This design comes from an exercise in tuning for small area, a short achievable clock period and few clock cycles per item on the open sky130 flow, not from production work.
Only simulation tests tie the RTL to the original design; equivalence was not proved.
The flow treats the clock pin as an ideal source, which a real chip does not have.
Power figures rest on the tool's default switching activity, not on a simulated workload.

<file path="design/flow/config.mk">
export PLATFORM = sky130hd
export DESIGN_NAME = sha1_pad_top
export DESIGN_NICKNAME = sha1_pad_top
export VERILOG_FILES = /design/flow/design.v
export SDC_FILE = /design/flow/constraint.sdc
export NUM_CORES = 4
export LEC_CHECK = 0
export CAP_MARGIN = 20
export CORE_AREA = 5 5 245 245
export CTS_CLUSTER_DIAMETER = 100
export CTS_CLUSTER_SIZE = 30
export DIE_AREA = 0 0 250 250
export SLEW_MARGIN = 20
</file>
<file path="design/flow/constraint.sdc">
create_clock -name core_clock -period 5.0 [get_ports {sys_clk}]
set_input_delay 1.0000 -clock core_clock [delete_from_list [all_inputs] [get_ports {sys_clk}]]
set_output_delay 1.0000 -clock core_clock [all_outputs]
set_load 0.01 [all_outputs]
</file>
<file path="design/flow/design.v">
`timescale 1ns/10ps
module sha1_pad_top (
    input  logic           sys_clk,
    input  logic           sys_rst,
    input  logic           msg_cal_channel_ready,
    input  logic           msg_info_fifo_empty,
    input  logic [15:0]    msg_info,
    input  logic [5:0]     msg_channel_num,
    output logic           msg_info_rd_en,
    output logic           msg_data_rd_en,
    input  logic [127:0]   msg_data,
    output logic           msg_filled_data_valid,
    output logic           msg_filled_data_sop,
    output logic           msg_filled_data_eop,
    output logic [511:0]   msg_filled_data,
    output logic           msg_filled_info_valid,
    output logic [15:0]    msg_filled_info,
    output logic [13:0]    msg_filled_tag,
    output logic [11:0]    msg_filled_addr
);
    logic          info_pend;       
    logic          nxt_v;
    logic [15:0]   nxt_len;
    logic [5:0]    nxt_ch;
    logic          consume;
    always_ff @(posedge sys_clk) begin
        if (sys_rst) begin
            msg_info_rd_en <= 1'b0;
            info_pend <= 1'b0;
            nxt_v <= 1'b0;
        end else begin
            msg_info_rd_en <= !msg_info_fifo_empty && msg_cal_channel_ready && !msg_info_rd_en
                              && !info_pend && !nxt_v;
            info_pend <= msg_info_rd_en;
            if (info_pend) begin
                nxt_v <= 1'b1;
            end else if (consume) begin
                nxt_v <= 1'b0;
            end
        end
    end
    always_ff @(posedge sys_clk) begin
        if (info_pend) begin
            nxt_len <= msg_info;
            nxt_ch <= msg_channel_num;
        end
    end
    logic          act;             
    logic [11:0]   cnt;             
    logic          nz;              
    logic          padp;            
    logic          padrd;           
    logic          ext;             
    logic          fst;             
    logic [1:0]    pos;             
    logic          last_q;          
    logic          s_full;
    logic          s_pad;
    logic          s_p3;
    logic [11:0]   cnt_dec;
    logic          cnt_one;
    for (genvar i = 0; i < 12; i++) begin : g_dec
        if (i == 0) begin : g_lsb
            assign cnt_dec[i] = !cnt[i];
        end else begin : g_bit
            assign cnt_dec[i] = cnt[i] ^ !(|cnt[i-1:0]);
        end
    end
    assign cnt_one = (cnt == 12'd1);
    assign s_full = act && nz;
    assign s_pad = act && !nz && padp;
    assign s_p3 = act && (pos == 2'd3);
    assign consume = nxt_v && (!act || last_q);
    always_ff @(posedge sys_clk) begin
        if (sys_rst) begin
            act <= 1'b0;
            pos <= 2'd0;
            last_q <= 1'b0;
        end else begin
            last_q <= act && !last_q && (pos == 2'd2) && (!nz || cnt_one) && !ext;
            if (act) begin
                pos <= pos + 1'b1;
                if (!nz) begin
                    padp <= 1'b0;
                end
                fst <= 1'b0;
                if (s_p3 && !nz) begin
                    ext <= 1'b0;
                end
                if (last_q) begin
                    act <= 1'b0;
                end
            end
            if (consume) begin
                act <= 1'b1;
                padp <= 1'b1;
                padrd <= |nxt_len[3:0];
                ext <= (nxt_len[5:0] >= 6'd56);
                fst <= 1'b1;
            end
        end
    end
    always_ff @(posedge sys_clk) begin
        if (consume) begin
            cnt <= nxt_len[15:4];
            nz <= |nxt_len[15:4];
        end else begin
            cnt <= cnt_dec;
            nz <= nz && !cnt_one;
        end
    end
    logic          full_a, pad_a, last_a, p3_a, first_a;
    logic          full_b, pad_b, last_b, p3_b, first_b;
    always_ff @(posedge sys_clk) begin
        if (sys_rst) begin
            msg_data_rd_en <= 1'b0;
            last_a <= 1'b0;
            p3_a <= 1'b0;
            first_a <= 1'b0;
            last_b <= 1'b0;
            p3_b <= 1'b0;
            first_b <= 1'b0;
        end else begin
            msg_data_rd_en <= s_full || (s_pad && padrd);
            last_a <= act && last_q;
            p3_a <= s_p3;
            first_a <= act && fst;
            last_b <= last_a;
            p3_b <= p3_a;
            first_b <= first_a;
        end
    end
    always_ff @(posedge sys_clk) begin
        full_a <= s_full;
        pad_a <= s_pad;
        full_b <= full_a;
        pad_b <= pad_a;
    end
    logic [15:0]   out_len;
    always_ff @(posedge sys_clk) begin
        if (first_a) begin
            out_len <= nxt_len;
        end
    end
    logic [15:0]   keep;
    logic [15:0]   padb;
    logic [127:0]  in_word;
    logic [127:0]  s0, s1, s2, s3;
    always_comb begin
        for (int j = 0; j < 16; j++) begin
            keep[j] = full_b || (pad_b && (4'(j) < out_len[3:0]));
            padb[j] = pad_b && (4'(j) == out_len[3:0]);
            in_word[127-8*j -: 8] = (msg_data[127-8*j -: 8] & {8{keep[j]}}) | {padb[j], 7'b0};
        end
        if (last_b) begin
            in_word[18:3] = in_word[18:3] | out_len;
        end
    end
    always_ff @(posedge sys_clk) begin
        s0 <= s1;
        s1 <= s2;
        s2 <= s3;
        s3 <= in_word;
    end
    assign msg_filled_data = {s0, s1, s2, s3};
    logic          at_first;        
    logic [5:0]    blk_idx;
    logic [10:0]   blocks;
    logic [10:0]   blk_plus1;
    logic [10:0]   blk_plus2;
    logic [5:0]    idx_inc;
    logic [13:0]   tag_inc;
    for (genvar i = 0; i < 11; i++) begin : g_blk
        if (i == 0) begin : g_b0
            assign blk_plus1[i] = !nxt_len[6];
            assign blk_plus2[i] = nxt_len[6];
        end else if (i < 10) begin : g_bm
            assign blk_plus1[i] = nxt_len[6+i] ^ (&nxt_len[6+i-1:6]);
            if (i == 1) begin : g_b1
                assign blk_plus2[i] = !nxt_len[7];
            end else begin : g_bn
                assign blk_plus2[i] = nxt_len[6+i] ^ (&nxt_len[6+i-1:7]);
            end
        end else begin : g_btop
            assign blk_plus1[i] = &nxt_len[15:6];
            assign blk_plus2[i] = &nxt_len[15:7];
        end
    end
    for (genvar i = 0; i < 6; i++) begin : g_idx
        if (i == 0) begin : g_i0
            assign idx_inc[i] = !blk_idx[i];
        end else begin : g_in
            assign idx_inc[i] = blk_idx[i] ^ (&blk_idx[i-1:0]);
        end
    end
    for (genvar i = 0; i < 14; i++) begin : g_tag
        if (i == 0) begin : g_t0
            assign tag_inc[i] = !msg_filled_tag[i];
        end else begin : g_tn
            assign tag_inc[i] = msg_filled_tag[i] ^ (&msg_filled_tag[i-1:0]);
        end
    end
    assign blocks = (nxt_len[5:0] >= 6'd56) ? blk_plus2 : blk_plus1;
    always_ff @(posedge sys_clk) begin
        if (sys_rst) begin
            msg_filled_data_valid <= 1'b0;
            msg_filled_data_sop <= 1'b0;
            msg_filled_data_eop <= 1'b0;
            at_first <= 1'b0;
            blk_idx <= 6'd0;
            msg_filled_tag <= '1;   
        end else begin
            msg_filled_data_valid <= p3_b;
            msg_filled_data_sop <= p3_b && at_first;
            msg_filled_data_eop <= last_b;
            if (first_b) begin
                at_first <= 1'b1;
            end else if (p3_b) begin
                at_first <= 1'b0;
            end
            if (p3_b) begin
                blk_idx <= at_first ? 6'd0 : idx_inc;
                if (at_first) begin
                    msg_filled_tag <= tag_inc;
                end
            end
        end
    end
    logic [5:0]    out_ch;
    logic [10:0]   out_blocks;
    always_ff @(posedge sys_clk) begin
        if (first_b) begin
            out_ch <= nxt_ch;
            out_blocks <= blocks;
        end
    end
    assign msg_filled_info_valid = msg_filled_data_sop;
    assign msg_filled_info = {5'd0, out_blocks};
    assign msg_filled_addr = {out_ch, blk_idx};
endmodule
</file>
<file path="design/flow/flow/run.sh">
#!/bin/bash
# Standard layout with buf_2 port buffers. Before CTS, flip-flops that drive
# output buffers get drive strength 2; after CTS the clock tree's root buffer
# is taken out so the port drives the tree's first level directly.
set -e
ARGS=(BUFFER_PORTS_ARGS="-buffer_cell sky130_fd_sc_hd__buf_2" PRE_CTS_TCL=$PWD/flow/upsize_out_flops.tcl)
bash standard.sh "${ARGS[@]}" cts > standard_cts.log 2>&1
CTS_DB=$PWD/orfs/results/sky130hd/sha1_pad_top/base/4_cts.odb openroad -no_init -exit flow/trim_clock_root.tcl > trim_clock_root.log 2>&1
bash standard.sh "${ARGS[@]}" finish > standard_finish.log 2>&1
</file>
<file path="design/flow/flow/trim_clock_root.tcl">
# Take out the clock tree's root buffer: the clock port then drives the
# first level of the tree directly (a couple of buffers), one buffer delay
# less between the port and every flip-flop.
set db_file $::env(CTS_DB)
read_db $db_file
set block [ord::get_db_block]
set port_net [$block findNet sys_clk]
set loads {}
foreach it [$port_net getITerms] { lappend loads $it }
if {[llength $loads] != 1} {
  puts "trim: clock port drives [llength $loads] pins, left as is"
  exit 0
}
set root [[lindex $loads 0] getInst]
set master [[$root getMaster] getName]
if {![string match "sky130_fd_sc_hd__clkbuf_*" $master]} {
  puts "trim: clock port drives $master, left as is"
  exit 0
}
set out_net ""
foreach it [$root getITerms] {
  if {[$it isOutputSignal]} { set out_net [$it getNet] }
}
set moved {}
foreach it [$out_net getITerms] {
  if {[$it getInst] eq $root} { continue }
  lappend moved $it
}
if {[llength $moved] > 4} {
  puts "trim: root buffer drives [llength $moved] pins, left as is"
  exit 0
}
foreach it $moved {
  $it disconnect
  $it connect $port_net
}
puts "trim: removed [$root getName] ($master); clock port now drives [llength $moved] pins"
odb::dbInst_destroy $root
odb::dbNet_destroy $out_net
write_db $db_file
</file>
<file path="design/flow/flow/upsize_out_flops.tcl">
# Give each flip-flop that drives an output port's buffer the next drive
# strength up (same function and register, stronger output stage).
set block [ord::get_db_block]
set n 0
foreach bterm [$block getBTerms] {
  if {[$bterm getIoType] ne "OUTPUT"} { continue }
  set net [$bterm getNet]
  if {$net eq "NULL"} { continue }
  set buf ""
  foreach it [$net getITerms] {
    if {[$it isOutputSignal]} { set buf [$it getInst] }
  }
  if {$buf eq ""} { continue }
  if {![string match "sky130_fd_sc_hd__buf_*" [[$buf getMaster] getName]]} { continue }
  foreach it [$buf getITerms] {
    if {![$it isInputSignal]} { continue }
    set in_net [$it getNet]
    foreach drv [$in_net getITerms] {
      if {![$drv isOutputSignal]} { continue }
      set inst [$drv getInst]
      set master [[$inst getMaster] getName]
      if {$master eq "sky130_fd_sc_hd__dfxtp_1"} {
        replace_cell [$inst getName] sky130_fd_sc_hd__dfxtp_2
        incr n
      }
    }
  }
}
puts "upsize_out_flops: $n flip-flops driving output buffers now dfxtp_2"
</file>
<file path="design/flow/standard.sh">
#!/bin/bash
# synth_recipe.tcl (not shown) runs the flow's synth.tcl, then flattens the netlist and writes it again
# the make line also repeats each setting of config.mk as NAME=value (left out here)
make -C /OpenROAD-flow-scripts/flow DESIGN_CONFIG=/design/flow/config.mk WORK_HOME=/design/flow/orfs CLKGATE_MAP_FILE= SYNTH_SCRIPT=/design/flow/synth_recipe.tcl "${@:-finish}"
</file>
==> results of run 1 <==
where the power goes:
part / internal, W / switching, W / leakage [nW] / total, W
combinational: 0.000143 / 0.000154 / 4.69 / 0.000298
clock: 0.000999 / 0.00157 / 0.371 / 0.00257
sequential: 0.00516 / 0.0000808 / 5.37 / 0.00524
worst max path at each step:
| stage | slack, ns | cells past startpoint | start | end |
|---|---|---|---|---|
| detailed placement | 2.86 | 3 | out_len[2] | s3[42] |
| global placement | 2.89 | 3 | sys_rst | msg_filled_data_sop |
| floorplan | 3.13 | 3 | sys_rst | ext |
| global route | 2.77 | 4 | pad_b | s3[12] |
| finish | 2.89 | 1 | s3[85] | msg_filled_data[85] |
| CTS | 2.73 | 1 | s3[85] | msg_filled_data[85] |
Yosys cell counts (2+ instances only):
master | count | area share
o31ai_1 | 2 | 0.00095
a22o_1 | 17 | 0.0095
nor4_1 | 3 | 0.0012
a32o_1 | 2 | 0.0013
a21oi_1 | 23 | 0.0073
o22ai_1 | 5 | 0.0020
nor4_2 | 2 | 0.0016
nand2b_1 | 4 | 0.0016
a221o_1 | 2 | 0.0013
and2_1 | 61 | 0.024
xor2_1 | 9 | 0.0050
a22oi_1 | 3 | 0.0014
clkbuf_1 | 10 | 0.0024
or2_1 | 2 | 0.00080
buf_2 | 10 | 0.0032
nand4_1 | 6 | 0.0024
edfxtp_1 | 59 | 0.11
and3_1 | 8 | 0.0032
nor3_1 | 5 | 0.0016
buf_4 | 7 | 0.0033
nand3_1 | 19 | 0.0060
a31oi_1 | 3 | 0.0012
o21ai_0 | 9 | 0.0029
ha_1 | 16 | 0.013
a21oi_2 | 2 | 0.0011
mux2i_1 | 3 | 0.0019
inv_1 | 20 | 0.0048
clkbuf_2 | 2 | 0.00064
nand2_1 | 33 | 0.0079
xnor2_1 | 12 | 0.0067
o21ai_1 | 2 | 0.00064
nor2b_1 | 50 | 0.020
nand3b_1 | 2 | 0.00095
dfxtp_1 | 567 | 0.72
nor2_1 | 51 | 0.012
logic make-up (layout without fill, tap and decap cells):
kind of cell	count (synthesis)	after routing	share of synthesized area
DFF	626	626	0.834
and+or+nand+nor	255	255	0.0895
AOI/OAI and AO/OA	77	77	0.0342
buffers and inverters	51	766	0.0148
xor gates and xnor gates	21	21	0.0117
adders and majority gates	16	16	0.0127
muxes	4	4	0.00262
other	1	10	0.000238
through the flow:
stage	power [W]	cell area, sq um	cells	setup WS (ns)	hold WS (ns)
3_3_place_gp	0.00564	20100	2499	2.89	0.312
6_report	0.00811	21600	2540	2.89	0.324
2_1_floorplan	0.00547	15700	1055	3.13	0.310
3_5_place_dp	0.00565	20100	2499	2.86	0.312
4_1_cts	0.00825	21600	2536	2.73	0.332
5_1_grt	0.00841	21600	2539	2.77	0.329
cell type report:
| type | count | area, sq um |
|---|---|---|
| timing repair buffer | 709 | 3550 |
| antenna | 5 | 12.5 |
| clock inverter | 6 | 119 |
| inverter | 21 | 78.8 |
| multi-input combinational | 378 | 2390 |
| clock buffer | 30 | 666 |
| sequential | 626 | 13800 |
| tap | 765 | 957 |
| fill | 5555 | 35800 |
sequential cells by signal, summed over array words and instances, names as in the netlist, 2 cells and up:
signal          count
s0                128
s3                128
s1                128
blk_idx             6
cnt                12
out_len            16
out_blocks         11
nxt_len            16
msg_filled_tag     14
pos                 2
s2                128
nxt_ch              6
out_ch              6
routing by layer:
layer	GRT usage	up-vias	part of all wire
li1	-	4842	-
met1	0.214	4898	0.41
met2	0.286	367	0.47
met3	0.0588	71	0.087
met4	0.0541	6	0.033
met5	0	-	0.00071
==> impl_metrics.toml, run 1 <==
[detailed_routing]
ant_nets = 0
drt-wirelength-per-cell_um = 22.7
routed_via_density = 4.01
wl_um = 57600
drt_iter0_markers = 530
via_count = 10200
drc = 0
dr.pass1.iters = 4

[die]
ioPinCount = 714
num_rows = 88
initial_core_util = 0.274
die_w_um = 250
core_region_area_sq_um = 57400
die_h_um = 250
dieArea_sq_um = 62500

[global_routing]
grt_usage = 0.173
grt_start_max_net_pins = 32
antenna_found_initial = 12
grt-ovfl-total = 0
grt_pass1_vias = 10500
grt_pass1_wl_um = 79500

[outcome]
outcome = "no timing/DRC/antenna violations"

[worst_setup_path]
cp.required_ns = 4.00
slowest_stage = "dfxtp_2"
crit_fanout = 2
ff2ff_setup_slack_ns = 2.91
critical_path.cell_chain = "buf_2"
end_kind = "output pin"
crit_buf_inv = 1
r2r-start = "out_len[3]"
cp.arrival_ns = 1.11
reg2reg_depth = 4
r2r_end = "s3[111]"
critPathMaxStageDelay_ns = 0.37
start_kind = "flip-flop"
crit_type = "flip-flop to output pin"
critical-path-top-delay-family = "flip-flops"

[timing]
rsz0062_at_grt = "no"
max_freq_ghz = 0.475
report.final.slew_viol_count = 0
finalCritPeriodShare = 0.421
layout_min_cycle_time_ns = 2.11
finalHoldViolations = 0
slew_headroom = 0.299
worst_slew_pin_slew_ns = 1.05
finalSetupViolations = 0
finalSetupTns_ns = 0
fin_skew_ns = 0.0324

[clocking]
cts_num_sinks = 626
numCtsBuffers = 27
cts.clk_slew.worst_paths_ns = 0.11
cts_tree = "built"
cts_resized = 0
insertion_delay_ns = 0.46
cts_hold_buffers = 0
post-cts-setup-buffers = 0

[power_and_ir_drop]
powerDensity_nw_per_um2 = 376
p_leak_nw = 10.4
irDropWorstVdd_v = 0.000257

[hold_path]
hp-start = "s2[73]"
whs_path_depth = 0
hold_path.class = "flip-flop to flip-flop"
hold-path-endpoint = "s1[73]"

[synthesis]
yosysUniqueCellTypes = 55
synth_area_per_cell_sq_um = 15.0
ys_ff_latch = 626
ys_warn_count = 1
synth_edf_count = 59
async_flop_share = 0
syn_inst = 1051
ys.flop_type = "dfxtp_1"
yosysSeqAreaShare = 0.834
netlist_area_sq_um = 15700

[final_layout]
syn2layout_area_growth_pct = 37.1
final_core_utilization = 0.376
layout.nets = 1932
final_common_cell = "buf_2"
final_cell_mix = "708 x buf_2, 539 x dfxtp_2, 61 x and2_1, 59 x edfxtp_1, 51 x nor2_1"
drive_gt1_frac = 0.729

[placement]
dp_hpwl_um = 47700
place_congestion = 0.947
portBuffers = 708

[run]
max-cap-violations = 0
Testbench counts, summed over its fixed seeds: cycles 19,299, messages 800.
==> run 2: changes to the inputs <==
--- a/design/flow/flow/run.sh
+++ b/design/flow/flow/run.sh
@@ -4,5 +4,5 @@
 # is taken out so the port drives the tree's first level directly.
 set -e
-ARGS=(BUFFER_PORTS_ARGS="-buffer_cell sky130_fd_sc_hd__buf_2" PRE_CTS_TCL=$PWD/flow/upsize_out_flops.tcl)
+ARGS=(BUFFER_PORTS_ARGS="-buffer_cell sky130_fd_sc_hd__buf_2" PRE_CTS_TCL=$PWD/flow/upsize_out_flops.tcl SETUP_SLACK_MARGIN=2.9)
 bash standard.sh "${ARGS[@]}" cts > standard_cts.log 2>&1
 CTS_DB=$PWD/orfs/results/sky130hd/sha1_pad_top/base/4_cts.odb openroad -no_init -exit flow/trim_clock_root.tcl > trim_clock_root.log 2>&1
==> run 2 against run 1 <==
Net effect:
- still clean on timing, DRC and antenna
- non-clock buffer count is 84 higher
- final cell count is 3.2% higher
- combinational power is 14% higher
- routed wire length is 2.9% higher
- sequential share of layout area is 6.3 points lower
- setup slack better by 0.049 ns
- highest routed layer unchanged
==> impl_metrics.toml, run 2 <==
[synthesis]
async_flop_share = 0
ys_ff_latch = 626
synth_most_common_cell = "dfxtp_1"
synthTopCellsByArea = "dfxtp_1 72%, edfxtp_1 11%, and2_1 2.4%, nor2b_1 2.0%, ha_1 1.3%"
netlist_area_sq_um = 15700
synth_common_cells = "567 x dfxtp_1, 61 x and2_1, 59 x edfxtp_1, 51 x nor2_1, 50 x nor2b_1"
yosysUniqueCellTypes = 55
netlist.area_leader.share = 0.722
yosysSeqAreaShare = 0.834
ys_warn_count = 1
ys.flop_type = "dfxtp_1"
syn_inst = 1051
synth_largest_area_cell = "dfxtp_1"
synth_area_per_cell_sq_um = 15.0
synth_edf_count = 59

[final_layout]
final_cell_mix = "505 x dfxtp_2, 424 x buf_2, 281 x buf_6, 87 x buf_4, 60 x and2_1"
drive_gt1_frac = 0.744
final_common_cell = "dfxtp_2"
syn2layout_area_growth_pct = 53.1
layout.nets = 2016

[placement]
portBuffers = 708
dp_hpwl_um = 47700
place_congestion = 0.947

[power_and_ir_drop]
fin_total_pwr_w = 0.00814
powerDensity_nw_per_um2 = 338
irDropWorstVdd_v = 0.000255
p_leak_nw = 11.1

[worst_setup_path]
critical-path-top-delay-family = "flip-flops"
r2r-start = "out_len[0]"
cp.required_ns = 4.00
critPathLaunch = "out_blocks[9]"
critPathMaxStageDelay_ns = 0.43
end_kind = "output pin"
start_kind = "flip-flop"
crit_fanout = 1
slowest_stage = "edfxtp_1"
crit_buf_inv = 1
cp.arrival_ns = 1.06
crit_type = "flip-flop to output pin"
critical_path.cell_chain = "buf_2"

[timing]
finalSetupViolations = 0
slew_headroom = 0.385
worst_slew_pin_slew_ns = 0.922
layout_min_cycle_time_ns = 2.06
finalCritPeriodShare = 0.411
finalSetupTns_ns = 0
whs_ns = 0.324
report.final.slew_viol_count = 0
rsz0062_at_grt = "no"
finalHoldViolations = 0
max_freq_ghz = 0.486
fin_skew_ns = 0.0329

[detailed_routing]
drt-wirelength-per-cell_um = 22.6
dr.pass1.iters = 4
via_count = 10600
met2_length_um = 28600
drc = 0
routed.top_layer = "met5"
drt_iter0_markers = 511
routed_via_density = 4.03
ant_nets = 0
wl_met1_um = 23600
wl_um = 59300
wl_met3_um = 4820

[global_routing]
antenna_found_initial = 9
grt_usage = 0.179
grt-ovfl-total = 0
grt_pass1_wl_um = 82600
grt_pass1_vias = 11100
grt_start_max_net_pins = 32

[clocking]
insertion_delay_ns = 0.47
cts_tree = "built"
cts_num_sinks = 626
cts_hold_buffers = 0
cts.clk_slew.worst_paths_ns = 0.11
numCtsBuffers = 27

[hold_path]
hp-start = "s2[73]"
hold_path.class = "flip-flop to flip-flop"

[die]
die_w_um = 250
core_region_area_sq_um = 57400
die_h_um = 250
ioPinCount = 714
initial_core_util = 0.274
num_rows = 88
dieArea_sq_um = 62500

[run]
max-cap-violations = 0

[outcome]
outcome = "no timing/DRC/antenna violations"
-- run 2: report_power, final --
part           total, W  internal [W]  switching, W
clock           0.00257      0.000999       0.00157
sequential      0.00523       0.00515     0.0000852
combinational  0.000341      0.000181      0.000159
total           0.00814       0.00633       0.00182
-- run 2: cell families after synthesis --
logic type                 after synthesis  share of synthesized area
buffers and inverters                   51                     0.0148
and+or+nand+nor                        255                     0.0895
muxes                                    4                    0.00262
AOI/OAI and AO/OA                       77                     0.0342
xor gates and xnor gates                21                     0.0117
other                                    1                   0.000238
DFF                                    626                      0.834
adders and majority gates               16                     0.0127
-- run 2: path summary, 6_finish.rpt --
check | endpoint | slack [ns] | cells past startpoint
worst max-delay path | msg_filled_info[9] | 2.94 | 1
worst min-delay path | s1[73] | 0.32 | 0
worst max register to register | s3[12] | 3.03 | 4
worst min register to register | s1[73] | 0.32 | 0
-- run 2: what timing repair did --
item / 4_1_cts / 5_1_grt
pin swaps: 0 / 0
resized for setup: 433 / 6
setup endpoints to repair: 352 / 38
buffers inserted: 84 / 0
gates cloned: 0 / 0
endpoints found under the hold margin: 0 / 0
-- run 2: cell type report --
class                           instances  area [sq um]
Fill cell                            5204         33300
Timing Repair Buffer                  793          5950
Clock buffer                           30           666
Sequential cell                       626         13900
Multi-Input combinational cell        378          2420
Antenna cell                            3          7.51
Tap cell                              765           957
Clock inverter                          6           119
Inverter                               21          78.8
-- run 2: layer usage --
metal	up-vias	GRT usage
met5	-	0
met4	8	0.0600
met3	77	0.0611
met2	383	0.301
met1	5077	0.215
li1	5019	-
-- run 2: metrics by stage --
stage / setup slack (ns) / util / instance area, sq um / cells
finish: 2.94 / 0.420 / 24100 / 2622
global route: 2.91 / 0.420 / 24100 / 2621
CTS: 2.77 / 0.420 / 24100 / 2620
floorplan: 3.13 / - / 15700 / 1055
detailed placement: 2.86 / 0.350 / 20100 / 2499
global placement: 2.89 / 0.350 / 20100 / 2499
==> run 3: changes to the inputs <==
--- a/design/flow/flow/run.sh
+++ b/design/flow/flow/run.sh
@@ -4,5 +4,5 @@
 # is taken out so the port drives the tree's first level directly.
 set -e
-ARGS=(BUFFER_PORTS_ARGS="-buffer_cell sky130_fd_sc_hd__buf_2" PRE_CTS_TCL=$PWD/flow/upsize_out_flops.tcl SETUP_SLACK_MARGIN=2.9)
+ARGS=(BUFFER_PORTS_ARGS="-buffer_cell sky130_fd_sc_hd__buf_2" PRE_CTS_TCL=$PWD/flow/upsize_out_flops.tcl SETUP_SLACK_MARGIN=3.0)
 bash standard.sh "${ARGS[@]}" cts > standard_cts.log 2>&1
 CTS_DB=$PWD/orfs/results/sky130hd/sha1_pad_top/base/4_cts.odb openroad -no_init -exit flow/trim_clock_root.tcl > trim_clock_root.log 2>&1
==> run 3 against run 2 <==
Net effect:
- maximum frequency is 0.29% lower
- sequential cell count stayed put
- total power is 0.79% higher
- synthesized area stayed put
- clock-buffer cell count stayed put
- routed wire length is 6.1% higher
- sequential share of layout area is 3.9 points lower
- synthesized cell count stayed put
- sequential power hardly changed
- clock power hardly changed
- global-route usage is 0.97 points higher
==> impl_metrics.toml, run 3 <==
[placement]
dp_hpwl_um = 47700
place_congestion = 0.947
post-place-cells = 2499
place_area_sq_um = 20100
portBuffers = 708

[detailed_routing]
dr.pass1.iters = 4
drc = 0
ant_nets = 0
drt-wirelength-per-cell_um = 23.8
via_count = 10800
drt_iter0_markers = 499
routed_via_density = 4.08
wl_um = 62900

[synthesis]
syn_inst = 1051
synthMuxAreaShare = 0.00262
synth_adder_area_share = 0.0127
synth_top_family_by_area = "simple AND/OR/NAND/NOR gates"
synth_largest_area_cell = "dfxtp_1"
synth_edf_count = 59
netlist_area_sq_um = 15700
yosysSeqAreaShare = 0.834
synth_common_cells = "567 x dfxtp_1, 61 x and2_1, 59 x edfxtp_1, 51 x nor2_1, 50 x nor2b_1"
synth_compound_area_frac = 0.0342
async_flop_share = 0
netlist.area_leader.share = 0.722
ys.flop_type = "dfxtp_1"
synth_simple_gate_area_share = 0.0895
synthTopCellsByArea = "dfxtp_1 72%, edfxtp_1 11%, and2_1 2.4%, nor2b_1 2.0%, ha_1 1.3%"
yosysUniqueCellTypes = 55
synth_most_common_cell = "dfxtp_1"
synth_xor_area_frac = 0.0117
ys_ff_latch = 626
ys_warn_count = 1
synth_area_per_cell_sq_um = 15.0

[final_layout]
drive_gt1_frac = 0.747
fin_area_sq_um = 25900
layout.nets = 2036
fin_cells = 2644
final_common_cell = "buf_6"
final_cell_mix = "530 x buf_6, 497 x dfxtp_2, 170 x buf_2, 105 x buf_4, 60 x and2_1"
syn2layout_area_growth_pct = 64.6

[timing]
layout_min_cycle_time_ns = 2.06
slew_headroom = 0.410
finalHoldViolations = 0
finalSetupViolations = 0
fin_skew_ns = 0.0455
report.final.slew_viol_count = 0
finalSetupTns_ns = 0
finalCritPeriodShare = 0.413
rsz0062_at_grt = "yes"
worst_slew_pin_slew_ns = 0.884
max_freq_ghz = 0.485

[global_routing]
grt_usage = 0.189
grt_pass1_wl_um = 86700
grt-ovfl-total = 0
antenna_found_initial = 13
grt_pass1_vias = 11500
grt_busiest_layer = "met2"
use_met3 = 0.0613
use_met1 = 0.221
globalRouteMet2Util = 0.326
grt_start_max_net_pins = 32

[worst_setup_path]
crit_buf_inv = 1
cp.required_ns = 4.00
cp.arrival_ns = 1.06
slowest_stage = "edfxtp_1"
crit_fanout = 1
crit_type = "flip-flop to output pin"
critical_path.cell_chain = "buf_2"
critical-path-top-delay-family = "flip-flops"
critPathMaxStageDelay_ns = 0.43
end_kind = "output pin"
start_kind = "flip-flop"

[die]
ioPinCount = 714
initial_core_util = 0.274
die_w_um = 250
core_region_area_sq_um = 57400
num_rows = 88
die_h_um = 250
dieArea_sq_um = 62500

[run]
max-cap-violations = 0

[clocking]
cts_hold_buffers = 0
insertion_delay_ns = 0.47
numCtsBuffers = 27
cts_tree = "built"
cts.clk_slew.worst_paths_ns = 0.11
cts_num_sinks = 626

[power_and_ir_drop]
powerDensity_nw_per_um2 = 317
irDropWorstVdd_v = 0.000278
fin_total_pwr_w = 0.00821
p_leak_nw = 11.4

[hold_path]
hold_path.class = "flip-flop to flip-flop"

[outcome]
outcome = "no timing/DRC/antenna violations"
-- run 3: what timing repair did --
item,4_1_cts,5_1_grt
buffers inserted,95,9
setup endpoints to repair,601,79
gates resized for setup,718,18
endpoints found under the hold margin,0,0
-- run 3: cell families (layout without fill, tap and decap cells) --
kind of cell,count (synthesis),after routing
mux,4,4
compound gates,77,77
simple gates,255,255
other cells,1,10
xor+xnor,21,21
fa+ha+maj,16,16
buf+inv,51,870
flops,626,626
-- run 3: final cells by class --
class	count	area, sq um
timing repair buffer	813	7730
multi-input combinational	378	2420
antenna	5	12.5
clock buffer	30	666
tap	765	957
clock inverter	6	119
fill	4942	31500
sequential	626	13900
inverter	21	78.8
-- run 3: final timing paths --
kind                 startpoint                 end  slack (ns)  cells past startpoint
setup / recovery  out_blocks[9]  msg_filled_info[9]        2.94                      1
hold / removal           s2[73]              s1[73]        0.33                      0
setup reg to reg     out_len[0]              s3[60]        3.10                      4
hold reg to reg          s2[73]              s1[73]        0.33                      0
-- run 3: stage by stage --
step / hold slack (ns) / utilization / setup WS (ns)
after floorplan: 0.310 / - / 3.13
after global placement: 0.312 / 0.350 / 2.89
after detailed placement: 0.312 / 0.350 / 2.86
after CTS: 0.335 / 0.449 / 2.77
after global routing: 0.340 / 0.451 / 2.91
final: 0.332 / 0.451 / 2.94
-- run 3: metal layers --
layer	vias up	part of all wire
met5	-	0.00067
met4	6	0.037
met3	95	0.085
met2	426	0.49
met1	5210	0.38
li1	5047	-
-- run 3: power by group --
group | internal, W | switching (W) | total [W]
clock network | 0.00100 | 0.00159 | 0.00259
logic | 0.000212 | 0.000163 | 0.000375
registers | 0.00514 | 0.0000933 | 0.00524
total | 0.00635 | 0.00185 | 0.00821
-- run 3: worst register-to-register path: stages (launching register included) --
cell and delay, ns:
edfxtp_1 0.56, buf_4 0.22, nor3_1 0.40, a31oi_2 0.33, and2_1 0.28
==> run 4: changes to the inputs <==
==> design/flow/flow/run.sh (replaced) <==
#!/bin/bash
# Standard layout with buf_2 port buffers and pins one track apart. After CTS
# (flow/post_cts_tree.tcl) the top of the clock tree is rebuilt as four
# branch buffers driven by the clock port, then the timing repair runs.
set -e
bash standard.sh BUFFER_PORTS_ARGS="-buffer_cell sky130_fd_sc_hd__buf_2" \
  PLACE_PINS_ARGS="-min_distance 1 -min_distance_in_tracks" \
  SKIP_CTS_REPAIR_TIMING=1 POST_CTS_TCL=$PWD/flow/post_cts_tree.tcl \
  finish > standard.log 2>&1
==> design/flow/flow/post_cts_tree.tcl (new file) <==
# After CTS: rebuild the top of the clock tree. CTS gives port -> root buffer
# -> a few branch buffers -> leaf buffers -> flip-flops. Here the root and
# branch buffers are replaced by four branch buffers, each at the centre of
# one quarter of the leaf buffers, driven by the clock port directly. Every
# flip-flop still gets the clock through two buffers. Then the timing repair
# that CTS would have run.
set block [ord::get_db_block]
set port_net [$block findNet sys_clk]

proc out_net {inst} {
  foreach it [$inst getITerms] {
    if {[$it isOutputSignal]} { return [$it getNet] }
  }
  return ""
}
proc loads {net} {
  set r {}
  foreach it [$net getITerms] {
    if {[$it isInputSignal]} { lappend r $it }
  }
  return $r
}
proc is_clkbuf {inst} {
  return [string match "sky130_fd_sc_hd__clkbuf_*" [[$inst getMaster] getName]]
}

# Walk down from the port through buffers until the level whose loads are
# flip-flops (the leaf buffers).
set upper {}
set level [loads $port_net]
set leaves {}
set ok 1
for {set depth 0} {$depth < 6} {incr depth} {
  set insts {}
  foreach it $level { lappend insts [$it getInst] }
  set all_buf 1
  foreach inst $insts { if {![is_clkbuf $inst]} { set all_buf 0 } }
  if {!$all_buf} { set ok 0; break }
  # Are the next loads all non-buffers (flip-flops)? Then these are leaves.
  set next {}
  set next_all_buf 1
  foreach inst $insts {
    foreach it [loads [out_net $inst]] {
      lappend next $it
      if {![is_clkbuf [$it getInst]]} { set next_all_buf 0 }
    }
  }
  if {!$next_all_buf} { set leaves $insts; break }
  set upper [concat $upper $insts]
  set level $next
}
puts "post_cts_tree: [llength $upper] upper buffers, [llength $leaves] leaf buffers"

if {$ok && [llength $leaves] >= 8 && [llength $upper] >= 1} {
  # Split the leaves in four: by x at the median, then each half by y.
  set pts {}
  foreach leaf $leaves {
    set bb [$leaf getBBox]
    lappend pts [list $leaf [expr {([$bb xMin] + [$bb xMax]) / 2}] [expr {([$bb yMin] + [$bb yMax]) / 2}]]
  }
  set pts [lsort -integer -index 1 $pts]
  set h [expr {[llength $pts] / 2}]
  set groups {}
  foreach half [list [lrange $pts 0 [expr {$h - 1}]] [lrange $pts $h end]] {
    set half [lsort -integer -index 2 $half]
    set q [expr {[llength $half] / 2}]
    lappend groups [lrange $half 0 [expr {$q - 1}]] [lrange $half $q end]
  }
  set master [[ord::get_db] findMaster sky130_fd_sc_hd__clkbuf_16]
  # Take out the old upper tree.
  foreach inst $upper {
    set n [out_net $inst]
    foreach it [$inst getITerms] { if {[$it getNet] ne "NULL"} { $it disconnect } }
    odb::dbInst_destroy $inst
    if {$n ne "" && $n ne "NULL"} { odb::dbNet_destroy $n }
  }
  foreach it [loads $port_net] { $it disconnect }
  set k 0
  foreach g $groups {
    set sx 0; set sy 0
    foreach p $g { incr sx [lindex $p 1]; incr sy [lindex $p 2] }
    set cx [expr {$sx / [llength $g]}]
    set cy [expr {$sy / [llength $g]}]
    set buf [odb::dbInst_create $block $master "clkbuf_top_$k"]
    $buf setLocation [expr {$cx - 4000}] $cy
    $buf setPlacementStatus PLACED
    set net [odb::dbNet_create $block "clknet_top_$k"]
    $net setSigType CLOCK
    [$buf findITerm A] connect $port_net
    [$buf findITerm X] connect $net
    foreach p $g {
      set leaf [lindex $p 0]
      [$leaf findITerm A] disconnect
      [$leaf findITerm A] connect $net
    }
    puts "post_cts_tree: clkbuf_top_$k at ($cx, $cy) drives [llength $g] leaf buffers"
    incr k
  }
} else {
  puts "post_cts_tree: tree left as is"
}
detailed_placement
estimate_parasitics -placement
repair_timing_helper
detailed_placement
check_placement -verbose
--- a/design/flow/config.mk
+++ b/design/flow/config.mk
@@ -7,7 +7,7 @@
 export LEC_CHECK = 0
 export CAP_MARGIN = 20
-export CORE_AREA = 5 5 245 245
+export CORE_AREA = 5 5 170 170
 export CTS_CLUSTER_DIAMETER = 100
 export CTS_CLUSTER_SIZE = 30
-export DIE_AREA = 0 0 250 250
+export DIE_AREA = 0 0 175 175
 export SLEW_MARGIN = 20
removed: design/flow/flow/trim_clock_root.tcl
removed: design/flow/flow/upsize_out_flops.tcl
==> run 4 against run 3 <==
Net effect:
- first-iteration DRC count grew 12%
- still clean
- clock skew fell by 0.022 ns
- clock power decreased by about 10%
- setup slack lost 0.11 ns
- critical path type unchanged
- largest power group unchanged
==> impl_metrics.toml, run 4 <==
[outcome]
outcome = "no timing/DRC/antenna violations"

[clocking]
insertion_delay_ns = 0.57
cts.clk_slew.worst_paths_ns = 0.11
cts_tree = "built"
cts_num_sinks = 626

[timing]
finalSetupViolations = 0
whs_ns = 0.334
finalCritPeriodShare = 0.435
finalHoldViolations = 0
max_freq_ghz = 0.459
setup_slack_ns = 2.82
rsz0062_at_grt = "no"
fin_skew_ns = 0.0238
slew_headroom = 0.338
layout_min_cycle_time_ns = 2.18
finalSetupTns_ns = 0
worst_slew_pin_slew_ns = 0.994
report.final.slew_viol_count = 0

[power_and_ir_drop]
p_int_w = 0.00624
powerDensity_nw_per_um2 = 386
fin_total_pwr_w = 0.00784
irDropWorstVdd_v = 0.000274
p_leak_nw = 10.1
switching_power_w = 0.00160
clockPowerShare = 0.297
pwr-share-seq = 0.667
combPwrFrac = 0.036
sw_frac_of_total = 0.204

[die]
dieArea_sq_um = 30600
num_rows = 60
die_h_um = 175
die_w_um = 175
core_region_area_sq_um = 26900
ioPinCount = 714
initial_core_util = 0.585

[final_layout]
final_cell_mix = "708 x buf_2, 566 x dfxtp_1, 61 x and2_1, 59 x edfxtp_1, 51 x nor2_1"
drive_gt1_frac = 0.423
syn2layout_area_growth_pct = 29.0
layout.nets = 1929
final_common_cell = "buf_2"
fin_area_sq_um = 20300

[synthesis]
synth_largest_area_cell = "dfxtp_1"
synth_top_family_by_area = "simple AND/OR/NAND/NOR gates"
synth_xor_area_frac = 0.0117
yosysSeqAreaShare = 0.834
ys_warn_count = 1
netlist_area_sq_um = 15700
async_flop_share = 0
ys.flop_type = "dfxtp_1"
ys_ff_latch = 626
synthTopCellsByArea = "dfxtp_1 72%, edfxtp_1 11%, and2_1 2.4%, nor2b_1 2.0%, ha_1 1.3%"
netlist.area_leader.share = 0.722
yosysUniqueCellTypes = 55
synth_edf_count = 59
synth_area_per_cell_sq_um = 15.0
synthMuxAreaShare = 0.00262
synth_compound_area_frac = 0.0342
synth_simple_gate_area_share = 0.0895
syn_inst = 1051
synth_most_common_cell = "dfxtp_1"
synth_adder_area_share = 0.0127
synth_common_cells = "567 x dfxtp_1, 61 x and2_1, 59 x edfxtp_1, 51 x nor2_1, 50 x nor2b_1"

[worst_setup_path]
critical_path.cell_chain = "buf_2"
critical-path-top-delay-family = "flip-flops"
crit_type = "flip-flop to output pin"
cp.arrival_ns = 1.18
cp.required_ns = 4.00
crit_fanout = 2
slowest_stage = "dfxtp_1"
crit_buf_inv = 1
end_kind = "output pin"
start_kind = "flip-flop"
critPathMaxStageDelay_ns = 0.43

[placement]
place_area_sq_um = 19600
portBuffers = 708
dp_hpwl_um = 36900
dp_slack_ns = 2.87
place_congestion = 0.922

[detailed_routing]
ant_nets = 0
routed.top_layer = "met5"
wl_um = 45700
dr.pass1.iters = 4
wl_met1_um = 15100
drt_iter0_markers = 559
via_count = 10500
drc = 0
drt-wirelength-per-cell_um = 21.4
met2_length_um = 22600
routed_via_density = 4.93
wl_met3_um = 4170

[hold_path]
hold_path.class = "flip-flop to flip-flop"

[run]
max-cap-violations = 0

[global_routing]
grt_pass1_wl_um = 64500
antenna_found_initial = 40
grt-ovfl-total = 0
grt_usage = 0.280
grt_pass1_vias = 10100
grt_start_max_net_pins = 32
[run 4: cell counts after synthesis]
No cell type changed its count.
[run 4: metal layers]
metal,GRT usage,up-vias
met5,0,-
met4,0.210,28
met3,0.105,224
met2,0.474,579
met1,0.280,4844
li1,-,4846
[run 4: metrics by stage]
stage | instances | utilization
2_1_floorplan | 1055 | -
3_3_place_gp | 2074 | 0.728
3_5_place_dp | 2074 | 0.728
5_1_grt | 2130 | 0.755
6_report | 2132 | 0.755
[run 4: kinds of logic after synthesis]
family,Yosys count
compound gates,77
xor+xnor,21
fa+ha+maj,16
buf+inv,51
flops,626
mux,4
other cells,1
simple gates,255
[run 4: layout make-up, clock buffers not listed]
class	count	area (sq um)
fill	1914	6580
inverter	21	78.8
clock inverter	2	46.3
tap	341	427
multi-input combinational	378	2390
timing repair buffer	708	3540
antenna	26	65.1
sequential	626	13100
[run 4: path summary, 6_finish.rpt]
| kind | from | to | slack (ns) | cells past startpoint |
|---|---|---|---|---|
| min reg2reg | s3[47] | s2[47] | 0.33 | 0 |
| max | s3[71] | msg_filled_data[71] | 2.82 | 1 |
| max reg2reg | out_len[3] | s3[111] | 2.98 | 4 |
| min | s3[47] | s2[47] | 0.33 | 0 |
[run 4: power by group through the flow]
stage	Sequential (W)	Combinational (W)	Clock (W)
after detailed placement	0.00535	0.000279	0
after global placement	0.00534	0.000272	0
final	0.00523	0.000280	0.00233
after floorplan	0.00536	0.000117	0
after global routing	0.00525	0.000306	0.00258
==> run 5: changes to the inputs <==
--- a/design/flow/flow/post_cts_tree.tcl
+++ b/design/flow/flow/post_cts_tree.tcl
@@ -25,30 +25,33 @@
 }
 
-# Walk down from the port through buffers until the level whose loads are
-# flip-flops (the leaf buffers).
+# Walk down from the port: a clock buffer whose loads include flip-flops is
+# a leaf buffer; the clock buffers above the leaves are the upper tree. Cells
+# with no output (CTS's balancing loads) on the upper tree's nets go with it.
 set upper {}
-set level [loads $port_net]
 set leaves {}
+set dummies {}
 set ok 1
-for {set depth 0} {$depth < 6} {incr depth} {
-  set insts {}
-  foreach it $level { lappend insts [$it getInst] }
-  set all_buf 1
-  foreach inst $insts { if {![is_clkbuf $inst]} { set all_buf 0 } }
-  if {!$all_buf} { set ok 0; break }
-  # Are the next loads all non-buffers (flip-flops)? Then these are leaves.
-  set next {}
-  set next_all_buf 1
-  foreach inst $insts {
-    foreach it [loads [out_net $inst]] {
-      lappend next $it
-      if {![is_clkbuf [$it getInst]]} { set next_all_buf 0 }
+set frontier [list $port_net]
+while {[llength $frontier] > 0} {
+  set net [lindex $frontier 0]
+  set frontier [lrange $frontier 1 end]
+  foreach it [loads $net] {
+    set inst [$it getInst]
+    set onet [out_net $inst]
+    if {$onet eq "" || $onet eq "NULL"} { lappend dummies $inst; continue }
+    if {![is_clkbuf $inst]} { set ok 0; continue }
+    set has_ff 0
+    foreach l [loads $onet] {
+      if {[[[$l getInst] getMaster] isSequential]} { set has_ff 1 }
+    }
+    if {$has_ff} {
+      lappend leaves $inst
+    } else {
+      lappend upper $inst
+      lappend frontier $onet
     }
   }
-  if {!$next_all_buf} { set leaves $insts; break }
-  set upper [concat $upper $insts]
-  set level $next
 }
-puts "post_cts_tree: [llength $upper] upper buffers, [llength $leaves] leaf buffers"
+puts "post_cts_tree: [llength $upper] upper buffers, [llength $leaves] leaf buffers, [llength $dummies] loads without output on the upper tree"
 
 if {$ok && [llength $leaves] >= 8 && [llength $upper] >= 1} {
@@ -69,4 +72,8 @@
   set master [[ord::get_db] findMaster sky130_fd_sc_hd__clkbuf_16]
   # Take out the old upper tree.
+  foreach inst $dummies {
+    foreach it [$inst getITerms] { if {[$it getNet] ne "NULL"} { $it disconnect } }
+    odb::dbInst_destroy $inst
+  }
   foreach inst $upper {
     set n [out_net $inst]
==> run 5 against run 4 <==
Net effect:
- clock skew about the same
- sequential power about the same
- critical path type is now flip-flop to flip-flop
- via count is 0.44% lower
- global-route usage rose by 0.11 points
- synthesized area is the same
- final cell count did not move
- hold slack hardly changed
- maximum frequency rose by 9.0%
- core utilization about the same
- clock power hardly changed
- setup slack better by 0.18 ns
- still clean
- sequential cell count is the same
==> impl_metrics.toml, run 5 <==
[clocking]
cts.clk_slew.worst_paths_ns = 0.11
insertion_delay_ns = 0.36
cts_num_sinks = 626
cts_tree = "built"

[synthesis]
netlist_area_sq_um = 15700
synth_largest_area_cell = "dfxtp_1"
yosysUniqueCellTypes = 55
ys_ff_latch = 626
yosysSeqAreaShare = 0.834
synth_edf_count = 59
syn_inst = 1051
synthTopCellsByArea = "dfxtp_1 72%, edfxtp_1 11%, and2_1 2.4%, nor2b_1 2.0%, ha_1 1.3%"
ys_warn_count = 1
ys.flop_type = "dfxtp_1"
synth_most_common_cell = "dfxtp_1"
netlist.area_leader.share = 0.722
synth_area_per_cell_sq_um = 15.0
synth_common_cells = "567 x dfxtp_1, 61 x and2_1, 59 x edfxtp_1, 51 x nor2_1, 50 x nor2b_1"
async_flop_share = 0

[worst_setup_path]
r2r-start = "full_b"
start_kind = "flip-flop"
cp.required_ns = 5.30
cp.arrival_ns = 2.30
crit_fanout = 20
end_kind = "flip-flop"
crit_type = "flip-flop to flip-flop"
critPathLaunch = "full_b"

[final_layout]
final_cell_mix = "708 x buf_2, 566 x dfxtp_1, 61 x and2_1, 59 x edfxtp_1, 51 x nor2_1"
final_common_cell = "buf_2"
drive_gt1_frac = 0.423
n_fill_cell = 1908
layout.nets = 1930
syn2layout_area_growth_pct = 29.1
fin_cells = 2132

[timing]
finalSetupTns_ns = 0
rsz0062_at_grt = "no"
report.final.slew_viol_count = 0
layout_min_cycle_time_ns = 2.00
finalCritPeriodShare = 0.400
slew_headroom = 0.345
worst_slew_pin_slew_ns = 0.983
fin_skew_ns = 0.0234
finalHoldViolations = 0
finalSetupViolations = 0
max_freq_ghz = 0.500

[detailed_routing]
via_count = 10500
drc = 0
routed_via_density = 4.91
drt-wirelength-per-cell_um = 21.5
dr.pass1.iters = 4
wl_um = 45800
drt_iter0_markers = 514
ant_nets = 0

[global_routing]
grt_pass1_wl_um = 64500
grt_pass1_vias = 10100
grt_usage = 0.281
grt-ovfl-total = 0
antenna_found_initial = 36
grt_start_max_net_pins = 32

[outcome]
outcome = "no timing/DRC/antenna violations"

[die]
core_region_area_sq_um = 26900
die_w_um = 175
die_h_um = 175
dieArea_sq_um = 30600
initial_core_util = 0.585
ioPinCount = 714
num_rows = 60

[run]
max-cap-violations = 0

[power_and_ir_drop]
p_leak_nw = 10.1
powerDensity_nw_per_um2 = 386
irDropWorstVdd_v = 0.000274

[placement]
dp_hpwl_um = 36900
portBuffers = 708
place_congestion = 0.922
post-place-cells = 2074

[hold_path]
hold_path.class = "flip-flop to flip-flop"
hp-start = "s3[70]"
## run 5: final timing paths
| kind | end | slack (ns) | cells past startpoint |
|---|---|---|---|
| worst max-delay path | s3[61] | 3.00 | 3 |
| worst min-delay path | s2[70] | 0.33 | 0 |
| worst max register to register | s3[61] | 3.00 | 3 |
| worst min register to register | s2[70] | 0.33 | 0 |
## run 5: final cells by class, clock buffers not listed
type | instances | area [sq um] | share of cell area
Antenna cell | 26 | 65.1 | 0.00320
Buffer | 4 | 100 | 0.00493
Clock inverter | 1 | 30.0 | 0.00148
Inverter | 21 | 78.8 | 0.00388
Multi-Input combinational cell | 378 | 2390 | 0.118
Sequential cell | 626 | 13100 | 0.646
Tap cell | 341 | 427 | 0.0210
Timing Repair Buffer | 708 | 3540 | 0.175
## run 5: through the flow
stage,util,worst slack (ns),area (sq um),power [W],hold WS [ns]
after floorplan,-,3.13,15700,0.00547,0.310
after global placement,0.728,2.90,19600,0.00561,0.311
after detailed placement,0.728,2.87,19600,0.00562,0.312
after global routing,0.755,2.77,20300,0.00813,0.340
final,0.756,3.00,20300,0.00784,0.334
## run 5: where the power goes
group / total [W] / internal [W] / switching, W
clock network: 0.00233 / 0.000983 / 0.00134
logic: 0.000280 / 0.000141 / 0.000139
registers: 0.00523 / 0.00516 / 0.0000739
total: 0.00784 / 0.00628 / 0.00156
## run 5: kinds of logic after synthesis
logic type                 count (synthesis)  share of synthesized area
adders and majority gates                 16                     0.0127
other                                      1                   0.000238
and+or+nand+nor                          255                     0.0895
DFF                                      626                      0.834
xor gates and xnor gates                  21                     0.0117
buffers and inverters                     51                     0.0148
AOI/OAI and AO/OA                         77                     0.0342
muxes                                      4                    0.00262
## run 5: per-layer routing
metal,up-vias,wire [um],part of all wire,GRT usage
met2,589,22700,0.50,0.478
met3,212,4310,0.094,0.105
met4,22,3560,0.078,0.206
met5,-,141,0.0031,0
met1,4805,15100,0.33,0.282
li1,4847,-,-,-
## run 5: critical path, stage by stage (launching register included)
cell     delay [ns]
dfxtp_1        0.81
a21oi_2        0.26
a31oi_1        0.65
and2_1         0.22
==> run 6: changes to the inputs <==
==> design/flow/flow/run.sh (replaced) <==
#!/bin/bash
# Standard layout with buf_2 port buffers and pins one track apart. After CTS
# (flow/post_cts_tree.tcl) the top of the clock tree is rebuilt as four
# branch buffers driven by the clock port, then the timing repair runs, aiming at a 2.0 ns period.
set -e
bash standard.sh BUFFER_PORTS_ARGS="-buffer_cell sky130_fd_sc_hd__buf_2" \
  PLACE_PINS_ARGS="-min_distance 1 -min_distance_in_tracks" \
  SKIP_CTS_REPAIR_TIMING=1 POST_CTS_TCL=$PWD/flow/post_cts_tree.tcl \
  SETUP_SLACK_MARGIN=3.0 finish > standard.log 2>&1
==> run 6 against run 5 <==
Net effect:
- still clean
- routed wire length up 0.17%
- synthesized area unchanged
- die area unchanged
- synthesized cell count unchanged
- clock power about the same
- global-route usage hardly changed
- clock skew fell by 0.0016 ns
- maximum frequency increased by 2.4%
- sequential share of layout area shrank 0.12 points
- sequential power barely moved
- critical path depth is 2 lower
- total power hardly changed
- largest power group unchanged
==> impl_metrics.toml, run 6 <==
[worst_setup_path]
cp.required_ns = 4.00
slowest_stage = "dfxtp_1"
crit_buf_inv = 1
crit_fanout = 2
critical_path.cell_chain = "buf_2"
crit_type = "flip-flop to output pin"
critical-path-top-delay-family = "flip-flops"
ff2ff_setup_slack_ns = 3.06
critPathMaxStageDelay_ns = 0.43
start_kind = "flip-flop"
end_kind = "output pin"
cp.arrival_ns = 0.95

[synthesis]
netlist.area_leader.share = 0.722
netlist_area_sq_um = 15700
synth_simple_gate_area_share = 0.0895
ys_warn_count = 1
synth_xor_area_frac = 0.0117
synthMuxAreaShare = 0.00262
synth_largest_area_cell = "dfxtp_1"
synth_area_per_cell_sq_um = 15.0
yosysSeqAreaShare = 0.834
synth_common_cells = "567 x dfxtp_1, 61 x and2_1, 59 x edfxtp_1, 51 x nor2_1, 50 x nor2b_1"
synth_compound_area_frac = 0.0342
synth_adder_area_share = 0.0127
async_flop_share = 0
ys.flop_type = "dfxtp_1"
synth_most_common_cell = "dfxtp_1"
syn_inst = 1051
synth_top_family_by_area = "simple AND/OR/NAND/NOR gates"
yosysUniqueCellTypes = 55
ys_ff_latch = 626
synth_edf_count = 59
synthTopCellsByArea = "dfxtp_1 72%, edfxtp_1 11%, and2_1 2.4%, nor2b_1 2.0%, ha_1 1.3%"

[power_and_ir_drop]
irDropWorstVdd_v = 0.000274
powerDensity_nw_per_um2 = 385
p_leak_nw = 10.1

[placement]
portBuffers = 708
place_congestion = 0.922
dp_slack_ns = 2.87
dp_hpwl_um = 36900
post-place-cells = 2074

[final_layout]
final_common_cell = "buf_2"
drive_gt1_frac = 0.426
n_fill_cell = 1901
final_cell_mix = "708 x buf_2, 564 x dfxtp_1, 60 x and2_1, 59 x edfxtp_1, 51 x nor2_1"
syn2layout_area_growth_pct = 29.4
fin_cells = 2135
layout.nets = 1933

[timing]
max_freq_ghz = 0.512
slew_headroom = 0.416
report.final.slew_viol_count = 0
finalHoldViolations = 0
fin_skew_ns = 0.0218
setup_slack_ns = 3.05
finalSetupViolations = 0
rsz0062_at_grt = "yes"
layout_min_cycle_time_ns = 1.95
finalSetupTns_ns = 0
worst_slew_pin_slew_ns = 0.874
finalCritPeriodShare = 0.390

[detailed_routing]
ant_nets = 0
via_count = 10500
dr.pass1.iters = 6
routed_via_density = 4.92
wl_um = 45900
drt-wirelength-per-cell_um = 21.5
drt_iter0_markers = 510
drc = 0

[clocking]
insertion_delay_ns = 0.36
cts_num_sinks = 626
cts.clk_slew.worst_paths_ns = 0.10
cts_tree = "built"

[global_routing]
grt_start_max_net_pins = 32
grt-ovfl-total = 0
grt_usage = 0.281
antenna_found_initial = 36
grt_pass1_wl_um = 64500
grt_pass1_vias = 10100

[die]
dieArea_sq_um = 30600
initial_core_util = 0.585
num_rows = 60
die_w_um = 175
ioPinCount = 714
die_h_um = 175
core_region_area_sq_um = 26900

[outcome]
outcome = "no timing/DRC/antenna violations"

[hold_path]
hold_path.class = "flip-flop to flip-flop"

[run]
max-cap-violations = 0
==> run 6: cell counts after synthesis <==
No cell type changed its count.
==> run 6: worst paths after layout <==
path / start / endpoint / cells past startpoint
worst max-delay path: s3[71] / msg_filled_data[71] / 1
worst min-delay path: s3[70] / s2[70] / 0
worst max register to register: out_len[2] / s3[43] / 3
worst min register to register: s3[70] / s2[70] / 0
==> run 6: through the flow <==
step | instance area (sq um) | power (W) | hold slack (ns) | utilization
global placement | 19600 | 0.00561 | 0.311 | 0.728
finish | 20300 | 0.00784 | 0.333 | 0.757
floorplan | 15700 | 0.00547 | 0.310 | -
detailed placement | 19600 | 0.00562 | 0.312 | 0.728
global route | 20300 | 0.00813 | 0.340 | 0.757
==> run 6: power breakdown <==
part           internal, W  switching, W  leakage, nW
Clock             0.000983       0.00134        0.329
Combinational     0.000141      0.000139         4.70
Sequential         0.00516     0.0000743         5.12
Total              0.00628       0.00156         10.1
==> run 6: final cells by class, clock buffers not listed <==
| cell class | count | area [sq um] | share of cell area |
|---|---|---|---|
| antenna | 26 | 65.1 | 0.00320 |
| buffer | 4 | 100 | 0.00492 |
| clock inverter | 1 | 30.0 | 0.00148 |
| inverter | 21 | 78.8 | 0.00387 |
| multi-input combinational | 378 | 2410 | 0.118 |
| sequential | 626 | 13100 | 0.645 |
| tap | 341 | 427 | 0.0210 |
| timing repair buffer | 711 | 3570 | 0.175 |
==> run 6: logic make-up after synthesis <==
| kind of cell | after synthesis |
|---|---|
| buf+inv | 51 |
| compound gates | 77 |
| fa+ha+maj | 16 |
| simple gates | 255 |
| mux | 4 |
| xor+xnor | 21 |
| flops | 626 |
| other cells | 1 |
==> run 6: per-layer routing <==
layer  GRT usage  vias up  wire [um]
met5           0        -        141
met4       0.206       22       3570
met3       0.105      218       4400
met2       0.478      596      22700
met1       0.282     4818      15000
li1            -     4854          -
==> run 7: changes to the inputs <==
==> design/flow/flow/run.sh (replaced) <==
#!/bin/bash
# Standard layout with buf_2 port buffers and pins one track apart. After CTS
# (flow/post_cts_tree.tcl) the top of the clock tree is rebuilt as four
# branch buffers driven by the clock port, then the timing repair runs, aiming at a 1.85 ns period.
set -e
bash standard.sh BUFFER_PORTS_ARGS="-buffer_cell sky130_fd_sc_hd__buf_2" \
  PLACE_PINS_ARGS="-min_distance 1 -min_distance_in_tracks" \
  SKIP_CTS_REPAIR_TIMING=1 POST_CTS_TCL=$PWD/flow/post_cts_tree.tcl \
  SETUP_SLACK_MARGIN=3.15 finish > standard.log 2>&1
==> run 7 against run 6 <==
Net effect:
- core utilization grew 7.5 points
- first-iteration DRC count grew 49%
- clock power grew 2%
- sequential power is essentially flat
- critical endpoint is now msg_filled_addr[8]
- largest power group unchanged
==> impl_metrics.toml, run 7 <==
[power_and_ir_drop]
p_leak_nw = 10.6
combPwrFrac = 0.040
sw_frac_of_total = 0.204
clockPowerShare = 0.300
p_int_w = 0.00631
powerDensity_nw_per_um2 = 354
irDropWorstVdd_v = 0.000293
switching_power_w = 0.00162
pwr-share-seq = 0.660

[detailed_routing]
wl_um = 51100
dr.pass1.iters = 6
via_count = 11100
drt-wirelength-per-cell_um = 23.6
drt_iter0_markers = 762
ant_nets = 0
drc = 0
routed_via_density = 5.13

[timing]
finalCritPeriodShare = 0.377
rsz0062_at_grt = "yes"
setup_slack_ns = 3.12
slew_headroom = 0.424
layout_min_cycle_time_ns = 1.88
finalSetupViolations = 0
whs_ns = 0.332
fin_skew_ns = 0.0280
worst_slew_pin_slew_ns = 0.863
report.final.slew_viol_count = 0
finalHoldViolations = 0
finalSetupTns_ns = 0
max_freq_ghz = 0.531

[synthesis]
netlist_area_sq_um = 15700
synth_edf_count = 59
synth_adder_area_share = 0.0127
synth_most_common_cell = "dfxtp_1"
synth_compound_area_frac = 0.0342
ys.flop_type = "dfxtp_1"
netlist.area_leader.share = 0.722
synthMuxAreaShare = 0.00262
synth_common_cells = "567 x dfxtp_1, 61 x and2_1, 59 x edfxtp_1, 51 x nor2_1, 50 x nor2b_1"
synth_top_family_by_area = "simple AND/OR/NAND/NOR gates"
synth_simple_gate_area_share = 0.0895
synth_largest_area_cell = "dfxtp_1"
async_flop_share = 0
yosysUniqueCellTypes = 55
ys_warn_count = 1
syn_inst = 1051
synthTopCellsByArea = "dfxtp_1 72%, edfxtp_1 11%, and2_1 2.4%, nor2b_1 2.0%, ha_1 1.3%"
yosysSeqAreaShare = 0.834
ys_ff_latch = 626
synth_area_per_cell_sq_um = 15.0
synth_xor_area_frac = 0.0117

[die]
core_region_area_sq_um = 26900
dieArea_sq_um = 30600
die_h_um = 175
num_rows = 60
initial_core_util = 0.585
die_w_um = 175
ioPinCount = 714

[worst_setup_path]
start_kind = "flip-flop"
r2r-start = "full_b"
cp.arrival_ns = 0.88
ff2ff_setup_slack_ns = 3.27
crit_buf_inv = 1
end_kind = "output pin"
crit_fanout = 1
reg2reg_depth = 3
critical_path_depth = 1
slowest_stage = "edfxtp_1"
crit_type = "flip-flop to output pin"
critPathLaunch = "out_ch[2]"
cp.required_ns = 4.00
critPathMaxStageDelay_ns = 0.39
critPathCapture = "msg_filled_addr[8]"
r2r_end = "s3[56]"
critical_path.cell_chain = "buf_2"
critical-path-top-delay-family = "flip-flops"

[final_layout]
fin_cells = 2169
final_cell_mix = "484 x buf_2, 349 x dfxtp_2, 204 x dfxtp_1, 185 x buf_6, 77 x buf_4"
syn2layout_area_growth_pct = 42.2
final_core_utilization = 0.832
n_fill_cell = 1484
drive_gt1_frac = 0.638
layout.nets = 1968
final_common_cell = "buf_2"

[clocking]
cts_tree = "built"
cts.clk_slew.worst_paths_ns = 0.11
insertion_delay_ns = 0.36
cts_num_sinks = 626

[run]
max-cap-violations = 0

[global_routing]
grt_start_max_net_pins = 32
grt_pass1_wl_um = 66200
grt_usage = 0.287
grt_pass1_vias = 10600
grt-ovfl-total = 0
antenna_found_initial = 39

[placement]
place_congestion = 0.924
post-place-cells = 2074
dp_hpwl_um = 37100
dp_slack_ns = 2.88
portBuffers = 708

[outcome]
outcome = "no timing/DRC/antenna violations"

[hold_path]
hold_path.class = "flip-flop to flip-flop"
## run 7: area by class of cell, clock buffers not listed
class,count,area (sq um),area share
flip-flops and latches,626,13600,0.609
multi-input cells,378,2420,0.108
inverters,21,78.8,0.00352
plain buffers,4,100,0.00448
well taps,341,427,0.0191
clock inverters,1,30.0,0.00134
diodes,25,62.6,0.00280
repair buffers,746,5080,0.227
## run 7: stage by stage
| step | cell area (sq um) | total power (W) |
|---|---|---|
| floorplan | 15700 | 0.00547 |
| global placement | 19600 | 0.00561 |
| detailed placement | 19600 | 0.00562 |
| global route | 22400 | 0.00818 |
| finish | 22400 | 0.00793 |
## run 7: worst min path at each step
stage,start,to,slack (ns),cells after the start
global placement,pad_a,pad_b,0.31,0
finish,full_a,full_b,0.33,0
detailed placement,pad_a,pad_b,0.31,0
floorplan,full_a,full_b,0.31,0
global route,pad_a,pad_b,0.34,0
## run 7: routing by layer
metal | vias up | share of wire | wire (um) | track usage
li1 | 4928 | - | - | -
met1 | 5221 | 0.32 | 16300 | 0.287
met2 | 694 | 0.50 | 25600 | 0.487
met3 | 263 | 0.10 | 5140 | 0.115
met4 | 30 | 0.076 | 3880 | 0.205
met5 | - | 0.0035 | 180 | 0
## run 7: cell families after synthesis
family          after synthesis
compound gates               77
xor+xnor                     21
fa+ha+maj                    16
buf+inv                      51
flops                       626
mux                           4
other cells                   1
simple gates                255
## run 7: power groups by stage
stage | Combinational, W | Sequential (W) | Clock [W]
after floorplan | 0.000117 | 0.00536 | 0
after global placement | 0.000271 | 0.00534 | 0
after detailed placement | 0.000281 | 0.00534 | 0
after global routing | 0.000336 | 0.00525 | 0.00260
final | 0.000313 | 0.00523 | 0.00238
==> run 8: changes to the inputs <==
==> design/flow/flow/run.sh (replaced) <==
#!/bin/bash
# Standard layout with buf_2 port buffers and pins one track apart. After CTS
# (flow/post_cts_tree.tcl) the top of the clock tree is rebuilt as four
# branch buffers driven by the clock port, then the timing repair runs, aiming at a 1.9 ns period.
set -e
bash standard.sh BUFFER_PORTS_ARGS="-buffer_cell sky130_fd_sc_hd__buf_2" \
  PLACE_PINS_ARGS="-min_distance 1 -min_distance_in_tracks" \
  SKIP_CTS_REPAIR_TIMING=1 POST_CTS_TCL=$PWD/flow/post_cts_tree.tcl \
  SETUP_SLACK_MARGIN=3.1 finish > standard.log 2>&1
==> run 8 against run 7 <==
Net effect:
- total power down 1.1%
- register-to-register slack gained 0.02 ns
- setup slack lost 0.0055 ns
- first-iteration DRC count shrank 35%
- synthesized cell count did not move
- clock skew decreased by 0.0053 ns
- critical path depth did not move
- final area fell by 8.3%
- sequential cell count stayed put
- largest power group unchanged
- global-route usage is 0.66 points lower
- combinational power decreased by 9.9%
==> impl_metrics.toml, run 8 <==
[timing]
report.final.slew_viol_count = 0
finalHoldViolations = 0
setup_slack_ns = 3.11
worst_slew_pin_slew_ns = 0.879
finalSetupViolations = 0
layout_min_cycle_time_ns = 1.89
max_freq_ghz = 0.529
rsz0062_at_grt = "yes"
finalCritPeriodShare = 0.378
slew_headroom = 0.413
finalSetupTns_ns = 0

[hold_path]
hold-path-endpoint = "s1[54]"
hp-start = "s2[54]"

[worst_setup_path]
start_kind = "flip-flop"
reg2reg_depth = 3
slowest_stage = "edfxtp_1"
crit_buf_inv = 1
critical_path_depth = 1
crit_type = "flip-flop to output pin"
cp.arrival_ns = 0.89
r2r-start = "out_len[1]"
ff2ff_setup_slack_ns = 3.29
cp.required_ns = 4.00
r2r_end = "s3[59]"
end_kind = "output pin"

[synthesis]
async_flop_share = 0
synth_common_cells = "567 x dfxtp_1, 61 x and2_1, 59 x edfxtp_1, 51 x nor2_1, 50 x nor2b_1"
syn_inst = 1051
yosysUniqueCellTypes = 55
synth_area_per_cell_sq_um = 15.0
netlist.area_leader.share = 0.722
netlist_area_sq_um = 15700
ys_warn_count = 1
ys.flop_type = "dfxtp_1"
ys_ff_latch = 626
synth_edf_count = 59
synth_most_common_cell = "dfxtp_1"
yosysSeqAreaShare = 0.834
synth_largest_area_cell = "dfxtp_1"

[detailed_routing]
drt-wirelength-per-cell_um = 21.5
via_count = 10500
wl_um = 46100
ant_nets = 0
dr.pass1.iters = 4

[power_and_ir_drop]
irDropWorstVdd_v = 0.000274
powerDensity_nw_per_um2 = 382
combPwrFrac = 0.036
sw_frac_of_total = 0.199
switching_power_w = 0.00156
fin_total_pwr_w = 0.00784
pwr-share-seq = 0.667
p_leak_nw = 10.2

[global_routing]
grt_usage = 0.281
grt_start_max_net_pins = 32
grt_pass1_wl_um = 64400

[die]
die_w_um = 175
dieArea_sq_um = 30600
core_region_area_sq_um = 26900
die_h_um = 175

[final_layout]
syn2layout_area_growth_pct = 30.4
layout.nets = 1938
drive_gt1_frac = 0.459
final_core_utilization = 0.763
final_common_cell = "buf_2"
fin_cells = 2143

[clocking]
insertion_delay_ns = 0.36
cts_num_sinks = 626

[placement]
place_congestion = 0.922
post-place-cells = 2074

[run]
max-cap-violations = 0

[outcome]
outcome = "no timing/DRC/antenna violations"
run 8: area by class of cell, clock buffers not listed:
cell class / count / area [sq um] / share of cell area
Multi-Input combinational cell: 378 / 2420 / 0.118
Tap cell: 341 / 427 / 0.0208
Buffer: 4 / 100 / 0.00488
Sequential cell: 626 / 13200 / 0.644
Antenna cell: 29 / 72.6 / 0.00354
Clock inverter: 1 / 30.0 / 0.00146
Inverter: 21 / 78.8 / 0.00384
Timing Repair Buffer: 716 / 3630 / 0.177
run 8: how the worst max path moves through the flow:
| stage | slack [ns] | to | start |
|---|---|---|---|
| 3_3_place_gp | 2.90 | msg_filled_data_sop | sys_rst |
| 6_report | 3.11 | msg_filled_addr[10] | out_ch[4] |
| 5_1_grt | 3.06 | msg_filled_info[10] | out_blocks[10] |
| 2_1_floorplan | 3.13 | ext | sys_rst |
| 3_5_place_dp | 2.87 | msg_filled_data_sop | sys_rst |
run 8: cells by family (layout without fill, tap and decap cells):
| family | after synthesis | after routing | synth area share |
|---|---|---|---|
| adders and majority gates | 16 | 16 | 0.0127 |
| other | 1 | 34 | 0.000238 |
| AOI/OAI and AO/OA | 77 | 77 | 0.0342 |
| xor gates and xnor gates | 21 | 21 | 0.0117 |
| and+or+nand+nor | 255 | 255 | 0.0895 |
| DFF | 626 | 626 | 0.834 |
| muxes | 4 | 4 | 0.00262 |
| buffers and inverters | 51 | 769 | 0.0148 |
run 8: power by group through the flow:
stage	Sequential, W	Clock (W)	Combinational, W
final	0.00523	0.00233	0.000282
after global placement	0.00534	0	0.000272
after detailed placement	0.00535	0	0.000279
after global routing	0.00524	0.00258	0.000308
after floorplan	0.00536	0	0.000117
run 8: routing by layer:
| metal | track usage | share of wire | vias to the layer above | wire length, um |
|---|---|---|---|---|
| li1 | - | - | 4872 | - |
| met1 | 0.281 | 0.33 | 4821 | 15100 |
| met2 | 0.479 | 0.50 | 613 | 22800 |
| met3 | 0.104 | 0.096 | 214 | 4440 |
| met4 | 0.206 | 0.078 | 24 | 3580 |
| met5 | 0 | 0.0032 | - | 149 |
run 8: stage by stage:
step	cell area, sq um	hold WS, ns
finish	20500	0.329
global route	20500	0.332
detailed placement	19600	0.312
global placement	19600	0.311
floorplan	15700	0.310
